Source: an optimization exercise on an open RTL-to-GDS flow (aim: small area, a short achievable clock period and few clock cycles per item). Production flows keep margins and buffers that such runs may drop.
In this exercise RTL edits were held to simulation tests only and were not proved equivalent to the original.

==> flow/design.v <==
module exe_stage #(
    parameter int addrWidth = 15
) (
    input  logic                 clk,
    input  logic                 rst,
    input  logic                 flush,
    input  logic [addrWidth-1:0] pc,
    input  logic [31:0]          inst,
    input  logic [31:0]          imm,
    input  logic [31:0]          rs1_rdata,
    input  logic [31:0]          rs2_rdata,
    input  logic                 BP_taken,
    output logic [31:0]          exe_result,
    output logic                 result_valid,
    output logic                 stall_req,
    output logic                 redirect,
    output logic [addrWidth-1:0] redirect_pc
);
    localparam logic [6:0] OPC_OP     = 7'b0110011;
    localparam logic [6:0] OPC_OPIMM  = 7'b0010011;
    localparam logic [6:0] OPC_LUI    = 7'b0110111;
    localparam logic [6:0] OPC_AUIPC  = 7'b0010111;
    localparam logic [6:0] OPC_JAL    = 7'b1101111;
    localparam logic [6:0] OPC_JALR   = 7'b1100111;
    localparam logic [6:0] OPC_BRANCH = 7'b1100011;
    localparam logic [6:0] OPC_LOAD   = 7'b0000011;
    localparam logic [6:0] OPC_STORE  = 7'b0100011;
    logic [6:0] opcode;
    logic [2:0] funct3;
    assign opcode = inst[6:0];
    assign funct3 = inst[14:12];
    logic is_op, is_opimm, is_lui, is_auipc, is_jal, is_jalr, is_branch, is_mem;
    logic valid, is_m, is_mul, is_div;
    assign is_op     = (opcode == OPC_OP);
    assign is_opimm  = (opcode == OPC_OPIMM);
    assign is_lui    = (opcode == OPC_LUI);
    assign is_auipc  = (opcode == OPC_AUIPC);
    assign is_jal    = (opcode == OPC_JAL);
    assign is_jalr   = (opcode == OPC_JALR);
    assign is_branch = (opcode == OPC_BRANCH);
    assign is_mem    = (opcode == OPC_LOAD) || (opcode == OPC_STORE);
    assign valid = is_op || is_opimm || is_lui || is_auipc || is_jal || is_jalr ||
                   is_branch || is_mem;
    assign is_m   = is_op && (inst[31:25] == 7'b0000001);
    assign is_mul = is_m && !funct3[2];
    assign is_div = is_m && funct3[2];
    logic        use_rs2, alt, do_sub, cmp_uns;
    logic [31:0] op_b;
    assign use_rs2 = inst[5] && !inst[2] && (inst[4] || inst[6]);
    assign op_b    = use_rs2 ? rs2_rdata : imm;
    assign alt     = inst[30];
    assign do_sub  = inst[4] ? ((funct3[2:1] == 2'b01) || (inst[5] && funct3 == 3'b000 && inst[30]))
                             : (inst[6] && !inst[2]);
    assign cmp_uns = inst[4] ? funct3[0] : funct3[1];
    logic [32:0] sum33;
    logic        sum33_co;
    assign {sum33_co, sum33} = {1'b0, !cmp_uns & rs1_rdata[31], rs1_rdata} +
                               {1'b0, {!cmp_uns & op_b[31], op_b} ^ {33{do_sub}}} + {33'd0, do_sub};
    logic lt;
    assign lt = sum33[32];
    logic [31:0] xor_r;
    assign xor_r = rs1_rdata ^ op_b;
    logic [31:0] b_abs;
    logic [4:0]  dlz;
    logic [32:0] dvs;         
    logic [3:0]  cnt;
    logic        st_idle, st_align, st_iter, st_out;
    logic [4:0]  shamt;
    logic        sh_left;
    logic [31:0] sh_in, sh_out, sh_res;
    logic [32:0] sh_full;
    logic [31:0] sh_src;
    assign shamt   = st_align ? {cnt, 1'b0} : op_b[4:0];
    assign sh_left = !funct3[2] || st_align;
    assign sh_src  = st_align ? dvs[32:1] : rs1_rdata;
    always_comb begin
        for (int i = 0; i < 32; i++) sh_in[i] = sh_left ? sh_src[31-i] : sh_src[i];
    end
    assign sh_full = $signed({alt & rs1_rdata[31], sh_in}) >>> shamt;
    assign sh_out  = sh_full[31:0];
    always_comb begin
        for (int i = 0; i < 32; i++) sh_res[i] = sh_left ? sh_out[31-i] : sh_out[i];
    end
    logic                 eq, cmp_taken, actual_taken;
    logic [addrWidth-1:0] pc_plus4, pc_imm, target;
    logic                 pc_imm_c;
    assign eq = (xor_r == 32'd0);
    always_comb begin
        case (funct3)
            3'b000:  cmp_taken = eq;
            3'b001:  cmp_taken = !eq;
            3'b100:  cmp_taken = lt;
            3'b101:  cmp_taken = !lt;
            3'b110:  cmp_taken = lt;
            3'b111:  cmp_taken = !lt;
            default: cmp_taken = 1'b0;
        endcase
    end
    assign actual_taken   = is_jal || is_jalr || (is_branch && cmp_taken);
    assign pc_plus4       = pc + addrWidth'(4);
    assign {pc_imm_c, pc_imm} = {1'b0, pc} + {1'b0, imm[addrWidth-1:0]};
    assign target         = is_jalr ? {sum33[addrWidth-1:1], 1'b0} : pc_imm;
    logic [31:0] auipc_r;
    logic [31-addrWidth:0] imm_hi_inc;
    assign imm_hi_inc = imm[31:addrWidth] + 1'b1;
    assign auipc_r = {pc_imm_c ? imm_hi_inc : imm[31:addrWidth], pc_imm};
    typedef enum logic [1:0] {S_IDLE, S_ALIGN, S_ITER, S_OUT} md_state_t;
    md_state_t state;
    logic [63:0] acc;
    logic [2:0]  p;
    logic        md_div;      
    assign st_idle  = (state == S_IDLE);
    assign st_align = (state == S_ALIGN);
    assign st_iter  = (state == S_ITER);
    assign st_out   = (state == S_OUT);
    logic        a_sgn, b_sgn;
    logic [32:0] ma;
    logic [36:0] bx;          
    assign a_sgn = (funct3[1:0] != 2'b11);
    assign b_sgn = !funct3[1];
    assign ma    = {a_sgn & rs1_rdata[31], rs1_rdata};
    assign bx    = {{4{b_sgn & rs2_rdata[31]}}, rs2_rdata, 1'b0};
    logic [8:0] pair_nz, pair_top;
    logic [3:0] mul_start;
    logic [4:0] pbits_first, pbits_cnt, pbits;
    always_comb begin
        for (int m = 0; m < 9; m++)
            pair_nz[m] = !((bx[4*m +: 5] == 5'b00000) || (bx[4*m +: 5] == 5'b11111));
        pair_top[8] = pair_nz[8];
        for (int m = 7; m >= 0; m--)
            pair_top[m] = pair_nz[m] && !(|(pair_nz >> (m + 1)));
        mul_start   = 4'd0;
        pbits_first = 5'd0;
        pbits_cnt   = 5'd0;
        for (int m = 0; m < 9; m++) begin
            if (pair_top[m]) mul_start = 4'(m);
            pbits_first = pbits_first | ({5{pair_top[m]}} & bx[4*m +: 5]);
            if (cnt == 4'(m)) pbits_cnt = bx[4*m +: 5];
        end
    end
    logic div_it;             
    assign div_it = st_iter && md_div;
    assign pbits  = div_it ? 5'd0 : st_iter ? pbits_cnt : pbits_first;
    function automatic logic [37:0] booth_pp(input logic [32:0] a, input logic [2:0] b);
        logic one, two, neg;
        logic [37:0] mag;
        one = b[1] ^ b[0];
        two = (b[2] & !b[1] & !b[0]) | (!b[2] & b[1] & b[0]);
        neg = b[2] & !(b[1] & b[0]);
        mag = one ? {{5{a[32]}}, a} : two ? {{4{a[32]}}, a, 1'b0} : 38'd0;
        booth_pp = mag ^ {38{neg}};
    endfunction
    logic [34:0] a2, b2, s2;
    logic        co2;
    assign a2 = {1'b0, acc[63:30]};
    assign b2 = md_div ? ~{dvs, 2'b00} : {{24{p[2]}}, p, 8'd0};
    exe_add #(35) u_add2 (.a(a2), .b(b2), .ci(md_div), .s(s2), .co(co2));
    logic        ge1, ge2;
    logic [31:0] r1, r2, q_next;
    assign ge1 = co2;
    assign r1  = ge1 ? s2[33:2] : acc[63:32];
    logic        neg0, neg1;
    logic [37:0] lm, x1, x2, x3, cs_s, cs_c, pp0, pp1;
    logic [39:0] tsum;
    logic [2:0]  delta;
    assign lm    = st_iter ? acc[37:0] : 38'd0;
    assign neg0  = pbits[2] & !(pbits[1] & pbits[0]);
    assign neg1  = pbits[4] & !(pbits[3] & pbits[2]);
    assign pp0   = booth_pp(ma, pbits[2:0]);
    assign pp1   = booth_pp(ma, pbits[4:2]);
    assign x1    = div_it ? {2'b0, r1, 4'd0} : {lm[33:0], 1'b0, neg1, 1'b0, neg0};
    assign x2    = div_it ? ~{2'b0, dvs[32:1], 4'd0} : pp0;
    assign x3    = {pp1[35:0], 2'b00};
    assign cs_s  = x1 ^ x2 ^ x3;
    assign cs_c  = (x1 & x2) | (x1 & x3) | (x2 & x3);
    exe_add #(39) u_add1 (.a({1'b0, cs_s}), .b({cs_c, 1'b0}), .ci(div_it),
                          .s(tsum[38:0]), .co(tsum[39]));
    assign delta = {1'b0, tsum[39:38]} - {2'b00, x2[37]} - {2'b00, x3[37]};
    assign ge2    = tsum[38];
    assign r2     = ge2 ? tsum[35:4] : r1;
    assign q_next = {acc[29:0], ge1, ge2};
    logic        div_sgn, sA, sB, b_zero;
    logic [31:0] a_abs;
    logic [5:0]  lzA, lzB;
    assign div_sgn = !funct3[0];
    assign sA      = div_sgn & rs1_rdata[31];
    assign sB      = div_sgn & rs2_rdata[31];
    logic a_co, b_co;
    exe_add #(32) u_absa (.a(rs1_rdata ^ {32{sA}}), .b(32'd0), .ci(sA), .s(a_abs), .co(a_co));
    exe_add #(32) u_absb (.a(rs2_rdata ^ {32{sB}}), .b(32'd0), .ci(sB), .s(b_abs), .co(b_co));
    assign b_zero  = (rs2_rdata == 32'd0);
    function automatic logic [5:0] clz32(input logic [31:0] v);
        clz32 = 6'd32;
        for (int i = 0; i < 32; i++)
            if (v[i]) clz32 = 6'(31 - i);
    endfunction
    assign lzA = clz32(a_abs);
    assign lzB = clz32(b_abs);
    assign dlz = (lzA > lzB) ? 5'd0 : 5'(lzB - lzA);
    logic [31:0] a_oc, b_oc, a_smear;
    logic        q0_lt, q0_lt2, q0_fast;
    assign a_oc = rs1_rdata ^ {32{sA}};
    assign b_oc = rs2_rdata ^ {32{sB}};
    always_comb begin
        a_smear[31] = a_oc[31];
        for (int i = 30; i >= 0; i--) a_smear[i] = a_smear[i+1] | a_oc[i];
    end
    assign q0_lt   = |(b_oc & ~a_smear);
    assign q0_lt2  = |(b_oc & ~{a_smear[30:0], 1'b1});
    assign q0_fast = (q0_lt && !(sA && !sB)) || q0_lt2;
    logic        negR, negQ, neg_o;
    logic [31:0] md_result;
    assign negQ  = sA ^ sB;
    assign negR  = sA;
    assign neg_o = funct3[1] ? negR : negQ;
    assign md_result = md_div ? (neg_o ? s2[34:3] : dvs[32:1])
                              : ((funct3[1:0] == 2'b00) ? acc[31:0] : {s2[33:8], acc[37:32]});
    logic md_go, md_now;
    assign md_go  = is_m && !flush;
    assign md_now = is_div && (b_zero || q0_fast);
    always_ff @(posedge clk or posedge rst) begin
        if (rst) begin
            state <= S_IDLE;
        end else if (flush) begin
            state <= S_IDLE;
        end else begin
            case (state)
                S_IDLE:  if (md_go && !md_now)
                             state <= is_div ? ((dlz[4:1] == 4'd0) ? S_ITER : S_ALIGN)
                                             : (mul_start == 4'd0) ? S_OUT : S_ITER;
                S_ALIGN: state <= S_ITER;
                S_ITER:  if (cnt == 4'd0) state <= S_OUT;
                default: state <= S_IDLE;
            endcase
        end
    end
    always_ff @(posedge clk) begin
        md_div <= is_div;
        p      <= delta;
        if (st_iter) begin
            cnt <= cnt - 4'd1;
            if (md_div) begin
                if (cnt == 4'd0) begin
                    acc <= {32'd0, q_next};
                    dvs <= {funct3[1] ? r2 : q_next, 1'b0};
                end else begin
                    acc <= {r2, q_next};
                    dvs <= {2'b0, dvs[32:2]};
                end
            end else begin
                acc <= {s2[29:8], acc[37:34], tsum[37:0]};
                dvs <= {sh_res, 1'b0};
            end
        end else begin
            cnt <= is_div ? dlz[4:1] : mul_start - 4'd1;
            acc <= is_div ? {a_abs, 32'd0} : {26'd0, tsum[37:0]};
            dvs <= {st_align ? sh_res : b_abs, 1'b0};
        end
    end
    logic is_alu, sel_sum, sel_sll, sel_slt, sel_xor, sel_srl, sel_or, sel_and;
    logic sel_pc4, sel_now, sel_md;
    assign is_alu  = (is_op && !is_m) || is_opimm;
    assign sel_sum = (is_alu && funct3 == 3'b000) || is_mem;
    assign sel_sll = is_alu && funct3 == 3'b001;
    assign sel_slt = is_alu && funct3[2:1] == 2'b01;
    assign sel_xor = is_alu && funct3 == 3'b100;
    assign sel_srl = is_alu && funct3 == 3'b101;
    assign sel_or  = is_alu && funct3 == 3'b110;
    assign sel_and = is_alu && funct3 == 3'b111;
    assign sel_pc4 = is_jal || is_jalr;
    assign sel_now = is_m && md_now;
    assign sel_md  = is_m && st_out;
    assign exe_result = ({32{sel_sum}} & sum33[31:0])
                      | ({32{sel_sll}} & sh_res)
                      | ({32{sel_slt}} & {31'd0, lt})
                      | ({32{sel_xor}} & xor_r)
                      | ({32{sel_srl}} & sh_res)
                      | ({32{sel_or}}  & (rs1_rdata | op_b))
                      | ({32{sel_and}} & (rs1_rdata & op_b))
                      | ({32{is_lui}}  & imm)
                      | ({32{is_auipc}} & auipc_r)
                      | ({32{sel_pc4}} & {{(32 - addrWidth){1'b0}}, pc_plus4})
                      | ({32{sel_now}} & (funct3[1] ? rs1_rdata : {32{b_zero}}))
                      | ({32{sel_md}}  & md_result);
    always_comb begin
        result_valid = 1'b0;
        stall_req    = 1'b0;
        redirect     = 1'b0;
        redirect_pc  = actual_taken ? target : pc_plus4;
        if (valid && !flush) begin
            if (is_m) begin
                if (md_now) begin
                    result_valid = 1'b1;
                    redirect     = is_mul && BP_taken;
                end else if (state == S_OUT) begin
                    result_valid = 1'b1;
                    redirect     = is_mul && BP_taken;
                end else begin
                    stall_req = 1'b1;
                end
            end else begin
                result_valid = 1'b1;
                redirect     = (actual_taken != BP_taken) || is_jalr;
            end
        end
    end
endmodule
module exe_add #(
    parameter int W = 32
) (
    input  logic [W-1:0] a,
    input  logic [W-1:0] b,
    input  logic         ci,
    output logic [W-1:0] s,
    output logic         co
);
    logic [W-1:0] g, p, c;
    always_comb begin
        logic [W-1:0] gg, pp;
        g  = a & b;
        p  = a ^ b;
        gg = g;
        pp = p;
        gg[0] = g[0] | (p[0] & ci);
        for (int d = 1; d < W; d = d * 2)
            for (int i = 2 * d - 1; i < W; i += 2 * d) begin
                gg[i] = gg[i] | (pp[i] & gg[i-d]);
                pp[i] = pp[i] & pp[i-d];
            end
        for (int d = 64; d >= 1; d = d / 2)
            for (int i = 3 * d - 1; i < W; i += 2 * d) begin
                gg[i] = gg[i] | (pp[i] & gg[i-d]);
                pp[i] = pp[i] & pp[i-d];
            end
        c[0] = ci;
        for (int i = 1; i < W; i++) c[i] = gg[i-1];
        co = gg[W-1];
    end
    assign s = p ^ c;
endmodule
==> flow/flow/run.sh <==
#!/bin/bash
# The standard layout (the standard.sh, unchanged synthesis and steps),
# with the port buffers made of sky130_fd_sc_hd__buf_2 cells instead of the
# default delay buffers. make's full output goes to flow_make.log here; each
# ORFS step keeps its own log under orfs/logs.
set -euo pipefail
bash standard.sh "BUFFER_PORTS_ARGS=-buffer_cell sky130_fd_sc_hd__buf_2" finish > flow_make.log 2>&1
==> flow/standard.sh <==
#!/bin/bash
# synth_recipe.tcl (not shown) runs the flow's synth.tcl, then flattens the netlist and writes it again
# the make line also repeats each setting of config.mk as NAME=value (left out here)
make -C /OpenROAD-flow-scripts/flow DESIGN_CONFIG=/design/flow/config.mk WORK_HOME=/design/flow/orfs CLKGATE_MAP_FILE= SYNTH_SCRIPT=/design/flow/synth_recipe.tcl "${@:-finish}"
==> flow/config.mk <==
export PLATFORM = sky130hd
export DESIGN_NAME = exe_stage
export DESIGN_NICKNAME = exe_stage
export VERILOG_FILES = /design/flow/design.v
export SDC_FILE = /design/flow/constraint.sdc
export NUM_CORES = 4
export LEC_CHECK = 0
export ABC_AREA = 1
export CAP_MARGIN = 10
export CORE_MARGIN = 2
export CORE_UTILIZATION = 40
export SETUP_SLACK_MARGIN = 5.0
export SLEW_MARGIN = 10
==> flow/constraint.sdc <==
create_clock -name core_clock -period 15.0 [get_ports {clk}]
set_input_delay 3.0000 -clock core_clock [delete_from_list [all_inputs] [get_ports {clk}]]
set_output_delay 3.0000 -clock core_clock [all_outputs]
set_load 0.01 [all_outputs]
==> summary.txt <==
[registers in the layout, indices dropped and copies added (netlist names)]
| register | flops |
|---|---|
| md_div | 1 |
| cnt | 4 |
| acc | 64 |
| p | 3 |
| state | 2 |
| dvs | 33 |
[cells in the mapped netlist, types with 72 or more instances]
| cell | number | area [µm²] |
|---|---|---|
| inv_1 | 539 | 2020 |
| o211ai_1 | 108 | 811 |
| fa_1 | 72 | 1440 |
| nand3_1 | 399 | 2000 |
| o21ai_0 | 492 | 2460 |
| nor2_1 | 299 | 1120 |
| clkbuf_1 | 171 | 642 |
| ha_1 | 242 | 3030 |
| nand2_1 | 1333 | 5000 |
| dfxtp_1 | 105 | 2100 |
| xor2_1 | 137 | 1200 |
| a21oi_1 | 242 | 1210 |
[cell families after synthesis]
family / synth area share
multiplexers: 0.00146
adder cells (fa/ha/maj): 0.163
AO/OA/AOI/OAI: 0.243
flip-flops: 0.0782
XOR/XNOR: 0.0603
AND/OR/NAND/NOR: 0.339
buffers and inverters: 0.116
[worst max-delay path, delay by kind of cell]
| family | cells | cell delay [ns] |
|---|---|---|
| buf+inv | 7 | 1.26 |
| compound gates | 6 | 2.05 |
| simple gates | 5 | 0.74 |
[cell usage in the layout (no fill, tap or decap), drive strengths merged, types with 47 or more instances in the layout]
cell / instances
o211ai: 108
dfxtp: 105
fa: 72
inv: 550
nand4: 47
o21ai: 537
xor2: 144
a21oi: 243
ha: 242
buf: 293
nand2: 1351
nand3: 401
nor2: 312
[final timing paths]
check | startpoint | cells past startpoint | end
min reg2reg | acc[2] | 2 | acc[4]
max reg2reg | md_div | 47 | dvs[13]
min in group asynchronous | rst | 2 | state[1]
min | acc[2] | 2 | acc[4]
max | inst[14] | 18 | exe_result[31]
max in group asynchronous | rst | 2 | state[0]
[metal layers]
metal	global-route usage	wire length (µm)	vias to the layer above
met4	0.302	14700	12
met5	0	80	-
met2	0.597	62400	2790
met1	0.563	61100	16400
li1	-	-	16100
met3	0.138	23500	540
[cell type report]
cell class | instances | share of cell area
antenna | 5 | 0.000406
clock buffer | 9 | 0.00731
clock inverter | 6 | 0.00162
inverter | 560 | 0.0701
multi-input combinational | 3854 | 0.744
sequential | 107 | 0.0699
tap | 882 | 0.0358
timing repair buffer | 304 | 0.0713
[through the flow]
step | setup WS, ns | area [µm²] | utilization | std cells
after floorplan | 5.15 | 27500 | - | 4767
after detailed placement | 2.58 | 29000 | 0.424 | 5648
after global placement | 2.70 | 29000 | 0.424 | 5648
after CTS | 4.98 | 29900 | 0.437 | 5682
after global routing | 4.82 | 30800 | 0.451 | 5722
final | 4.87 | 30800 | 0.451 | 5727
[what timing repair did]
item                                    in CTS  in global routing
gates resized for setup                    109                143
buffers inserted                            17                 30
cloned                                       2                 10
pin swaps                                    6                 33
endpoints found under the setup margin     122                116
hold buffers                                 0                  0
==> results by group <==
Outcome
  – Status: complete, no violations

STA
  – RSZ-0062 raised after global routing: yes
  – Final worst-path cycle share: 0.676
  – Fmax: 0.0987 GHz
  – Final count of hold timing violations: 0
  – Worst slew pin tran: 1.30 ns
  – Worst slew margin: 0.129
  – Clock skew: 0.0246 ns
  – Setup TNS: 0 ns
  – WHS: 0.544 ns
  – Final worst path period need: 10.13 ns
  – Final Setup Violations: 0
  – Slew Limit Fails: 0

Floorplan
  – Starting Density: 0.402
  – Rows: 96
  – Die Y: 266 µm
  – Full die area: 0.0709 mm²
  – Core ar.: 0.0683 mm²
  – Ports: 197
  – DIE WIDTH: 266 µm

Synth
  – Ys Warns: 4
  – Synthesized area per cell: 5.77 µm²
  – Post-Syn Area: 0.0275 mm²
  – Async SR Flop Fraction: 0.0187
  – Post-synthesis instance total: 4767
  – FF+latch count, synth: 107
  – Post-synth cell types: 70
  – EDFF count, synth: 0
  – Syn nets: 5228
  – Post-synth top flop: dfxtp_1
  – Sequential share of the synthesized area: 0.0782

Worst setup path
  – Startpoint Class: primary input
  – FF-to-FF setup slack: 5.58 ns
  – Top cell by count, worst path: o21ai_0
  – Critical Path Max Stage Delay: 0.54 ns
  – Worst path required time: 12.00 ns
  – Crit path max fanout: 54
  – Ordered list of cells on the worst path: buf_2, buf_8, nand2_1, buf_6, inv_1, buf_6, o21ai_1, inv_1, o21ai_0, o21ai_0, o21ai_0, o211ai_1, nand3_1, nand2_1, o21ai_0, nor2_1, nand3_1, buf_2
  – Endpoint type of the worst setup path: output port
  – Setup CP Type: primary input to output port
  – CP Data Arrival Time: 7.13 ns
  – Slowest-stage cell, CP: o21ai_1

Final layout
  – Layout cells sized above 1: 0.112
  – Fill count: 7494
  – Multi-input gate area: 0.0229 mm²
  – Register area: 0.00215 mm²
  – P&R area growth vs syn: 12.0%
  – Final Net Count: 5297

Drt
  – Drt drc: 0
  – Initial DRC count: 5810
  – Drt wl/cell: 28.2 µm
  – Vias per cell: 6.27
  – DR pass1 iterations: 9
  – Antenna-violating nets left: 0
  – Post-Route WL: 162000 µm
  – Via count: 35.9k

Global route
  – Grt ovf: 0
  – Initial antenna violation count: 6
  – Global-route wire length before repair: 222000 µm
  – Largest net degree at the start of global routing: 85
  – Global Route Usage Sum: 0.432
  – Vias in the first global route: 31.3k

CTS
  – Clock-pin slew on the worst setup and hold paths: 0.09 ns
  – Num CTS Buffers: 9
  – H-tree depth: 3
  – CTS tree: yes
  – Root Buffer: clkbuf_16
  – Clock Path Buffers: 2
  – Later-pin clock latency in the skew report: 0.43 ns
  – Clock Sinks: 107

Min path
  – Hold Crit Class: register to register

Place
  – PortBufs: 181
  – RD Place Congestion: 1.10
  – Post-DP HPWL: 124000 µm

Run
  – # Max-Cap Violations: 0
Testbench counts, summed over its fixed seeds: cycles 34,532, insts 24,000.

-- what the ideal ports hide --
In the flow no input, the clock included, has a driving cell. The finished layout below was timed again as built, in two steps.
Step 1 assumes that a clkbuf_16 drives the clock port and a buf_2 every other input.
Step 2 adds t to the input delays and takes it off the output delays; t is the mean of the earliest and latest rising clock arrival at the registers after step 1. Input paths then give back, and output paths get back, about the clock's delay inside the block.
Three values: no drivers, after step 1, after step 2; two values: the first two.
t, ns: 0.488
setup slack, ns: 4.867 / 4.848 / 4.721
worst setup path after step 2: input to register
cell pins on the clock port's net: 1
After both steps this run still meets setup and hold. For this run, drivers alone change the setup slack by -0.019 ns; drivers and shift together by -0.146 ns.
